Source: an optimization exercise on an open RTL-to-GDS flow (aim: small area and a short achievable clock period). Production flows keep margins and buffers that such runs may drop.
In this exercise RTL edits were held to simulation tests only and were not proved equivalent to the original.
No activity file was given, so power comes from the tool's default toggle rates.

==> flow/design.v (excerpt) <==
module frame_buffer_top (
	input  wire logic                     clk_133M,
	input  wire logic                     rst_133,
	input  wire logic [9:0]               cam_i,         
	input  wire logic                     cam_valid_i,
	output logic [5:0]                     cmd_o,         
	output logic                          cmd_valid_o,
	input  wire logic                     cmd_ready_i,
	output logic [fb_pkg::PIX_W-1:0]      wr_data_o,
	output logic                          wr_valid_o,
	input  wire logic                     wr_ready_i,
	input  wire logic [fb_pkg::PIX_W-1:0] rd_data_i,
	input  wire logic                     rd_valid_i,
	input  wire logic                     frame_start_i,
	output logic [fb_pkg::PIX_W-1:0]      pix_o,
	output logic                          pix_valid_o,
	input  wire logic                     pix_ready_i
);
Size: about 4200 cells after synthesis, about 2100 flip-flops, roughly 75 I/O pins, roughly 78000 µm² of cells after synthesis.
==> module pixel_fifo, before the edit <==
module pixel_fifo #(
	parameter int DEPTH = fb_pkg::FIFO_DEPTH   
) (
	input  wire logic                     clk_133M,
	input  wire logic                     rst_133,
	input  wire logic                     clear_i,
	input  wire logic                     push_i,
	input  wire logic [fb_pkg::PIX_W-1:0] din_i,
	input  wire logic                     pop_i,
	output logic [fb_pkg::PIX_W-1:0]      dout_o,
	output logic                          nempty_o,      
	output logic                          ge_burst_o,    
	output logic                          room_burst_o   
);
	localparam int SLOTS = DEPTH - 1;
	logic [fb_pkg::PIX_W-1:0]   sr [SLOTS];
	logic [fb_pkg::PIX_W-1:0]   head;
	logic [fb_pkg::PIX_W-1:0]   sr_q;      
	logic [fb_pkg::PIX_W-1:0]   grp_q [8];
	logic                       nempty;
	logic                       sr_empty;  
	logic                       full;      
	logic                       ge_burst;
	logic                       room_burst;
	logic                       one;
	logic                       do_push;
	logic                       do_pop;
	logic                       to_head;   
	logic                       sr_we;
	logic                       sr_rd;     
	logic                       idx_inc;
	logic                       idx_dec;
	logic [7:0]                 idx_lo;    
	logic [7:0]                 idx_hi;    
	logic [7:0]                 lo_inc, hi_inc, lo_dec, hi_dec;
	assign one      = nempty && sr_empty;
	assign do_pop   = pop_i && nempty;
	assign do_push  = push_i && (!full || do_pop);
	assign to_head  = !nempty || (one && do_pop);
	assign sr_we    = do_push && !to_head;
	assign sr_rd    = do_pop && !one;
	assign idx_inc  = sr_we && !sr_rd;
	assign idx_dec  = sr_rd && !sr_we;
	assign lo_inc = {idx_lo[6:0], idx_lo[7]};
	assign hi_inc = idx_lo[7] ? {idx_hi[6:0], idx_hi[7]} : idx_hi;
	assign lo_dec = {idx_lo[0], idx_lo[7:1]};
	assign hi_dec = idx_lo[0] ? {idx_hi[0], idx_hi[7:1]} : idx_hi;
	function automatic logic f_sr_empty(input logic [7:0] hi, input logic [7:0] lo);
		f_sr_empty = hi[7] && lo[7];
	endfunction
	function automatic logic f_full(input logic [7:0] hi, input logic [7:0] lo);
		f_full = hi[7] && lo[6];
	endfunction
	function automatic logic f_ge_burst(input logic [7:0] hi, input logic [7:0] lo);
		f_ge_burst = !(hi[0] || (hi[1] && (|lo[5:0]))) && !(hi[7] && lo[7]);
	endfunction
	function automatic logic f_room_burst(input logic [7:0] hi, input logic [7:0] lo);
		f_room_burst = (|hi[4:0]) || (hi[5] && !lo[7]) || (hi[7] && lo[7]);
	endfunction
	assign ge_burst_o   = ge_burst;
	assign room_burst_o = room_burst;
	always_comb begin
		for (int a = 0; a < 8; a++) begin
			grp_q[a] = '0;
			for (int b = 0; b < 8; b++) begin
				if (a * 8 + b < SLOTS) begin
					grp_q[a] = grp_q[a] | ({fb_pkg::PIX_W{idx_lo[b]}} & sr[a * 8 + b]);
				end
			end
		end
		sr_q = '0;
		for (int a = 0; a < 8; a++) begin
			sr_q = sr_q | ({fb_pkg::PIX_W{idx_hi[a]}} & grp_q[a]);
		end
	end
	always_ff @(posedge clk_133M) begin
		if (sr_we) begin
			sr[0] <= din_i;
			for (int i = 1; i < SLOTS; i++) begin
				sr[i] <= sr[i-1];
			end
		end
	end
	always_ff @(posedge clk_133M or negedge rst_133) begin
		if (!rst_133) begin
			head <= '0;
		end else if (do_push && to_head) begin
			head <= din_i;
		end else if (sr_rd) begin
			head <= sr_q;
		end
	end
	always_ff @(posedge clk_133M or negedge rst_133) begin
		if (!rst_133) begin
			nempty     <= 1'b0;
			idx_lo     <= 8'h80;
			idx_hi     <= 8'h80;
			sr_empty   <= 1'b1;
			full       <= 1'b0;
			ge_burst   <= 1'b0;
			room_burst <= 1'b1;
		end else if (clear_i) begin
			nempty     <= 1'b0;   
			idx_lo     <= 8'h80;
			idx_hi     <= 8'h80;
			sr_empty   <= 1'b1;
			full       <= 1'b0;
			ge_burst   <= 1'b0;
			room_burst <= 1'b1;
		end else begin
			if (idx_inc) begin
				idx_lo     <= lo_inc;
				idx_hi     <= hi_inc;
				sr_empty   <= f_sr_empty(hi_inc, lo_inc);
				full       <= f_full(hi_inc, lo_inc);
				ge_burst   <= f_ge_burst(hi_inc, lo_inc);
				room_burst <= f_room_burst(hi_inc, lo_inc);
			end else if (idx_dec) begin
				idx_lo     <= lo_dec;
				idx_hi     <= hi_dec;
				sr_empty   <= f_sr_empty(hi_dec, lo_dec);
				full       <= f_full(hi_dec, lo_dec);
				ge_burst   <= f_ge_burst(hi_dec, lo_dec);
				room_burst <= f_room_burst(hi_dec, lo_dec);
			end
			if (do_push) begin
				nempty <= 1'b1;
			end else if (do_pop) begin
				nempty <= !one;
			end
		end
	end
	logic nempty_q;
	always_ff @(posedge clk_133M or negedge rst_133) begin
		if (!rst_133) begin
			nempty_q <= 1'b0;
		end else if (clear_i) begin
			nempty_q <= 1'b0;
		end else if (push_i && (!full || (pop_i && nempty_q))) begin
			nempty_q <= 1'b1;
		end else if (pop_i && nempty_q) begin
			nempty_q <= !(nempty_q && sr_empty);
		end
	end
	assign dout_o   = head;
	assign nempty_o = nempty_q;
endmodule
export LEC_CHECK = 0
export ABC_CLOCK_PERIOD_IN_PS = 2500
export CAP_MARGIN = 20
export CORE_MARGIN = 2
export CORE_UTILIZATION = 45
export CTS_CLUSTER_DIAMETER = 100
export CTS_CLUSTER_SIZE = 30
export SETUP_SLACK_MARGIN = 3.0
export SLEW_MARGIN = 20
export TNS_END_PERCENT = 100
create_clock -name core_clock -period 5.5 [get_ports {clk_133M}]
standard.sh (not shown) runs the stock make flow with config.mk's settings and CLKGATE_MAP_FILE= SYNTH_SCRIPT=/design/flow/synth_recipe.tcl, a recipe that flattens the netlist after the stock synthesis.
==> flow/flow/run.sh <==
#!/bin/bash
set -euo pipefail
bash standard.sh \
	"BUFFER_PORTS_ARGS=-buffer_cell sky130_fd_sc_hd__buf_4" \
	SKIP_VT_SWAP=1 SKIP_CRIT_VT_SWAP=1 \
	finish > flow_make.log 2>&1
Change:
--- a/flow/design.v
+++ b/flow/design.v
@@ -164,8 +164,6 @@
 		end
 	end
-	always_ff @(posedge clk_133M or negedge rst_133) begin
-		if (!rst_133) begin
-			head <= '0;
-		end else if (do_push && to_head) begin
+	always_ff @(posedge clk_133M) begin
+		if (do_push && to_head) begin
 			head <= din_i;
 		end else if (sr_rd) begin
Maximum frequency drops by 2.8%.
Power drops by 1.2%.
Synthesized area stays flat.
Die area barely changes.
Worst hold slack gets worse by 0.032 ns.
Core utilization drops by 0.31 points.
First-iteration DRC count drops by 5.7%.
Global-route usage drops by 0.13 points.

separate check: timing with driven ports:
The flow's constraints put no driver on any port. The routed layouts listed below were extracted and timed again, unchanged, in two steps. Step 1 assumes that a clkbuf_16 drives the clock port and a buf_2 every other input. Step 2 also shifts input and output timing later by t, the mid clock arrival at the registers, as if the neighbouring blocks saw the same clock. Slacks: ideal ports / drivers / drivers and shift; pairs: ideal ports / drivers.
run	t, ns	slack for setup (ns)	clock arrival spread, ns
the first run	0.814	2.991 / 2.916 / 2.311	0.088 / 0.088
the second run	0.814	2.918 / 2.835 / 2.238	0.042 / 0.042
After both steps setup and hold are still met in every run listed.
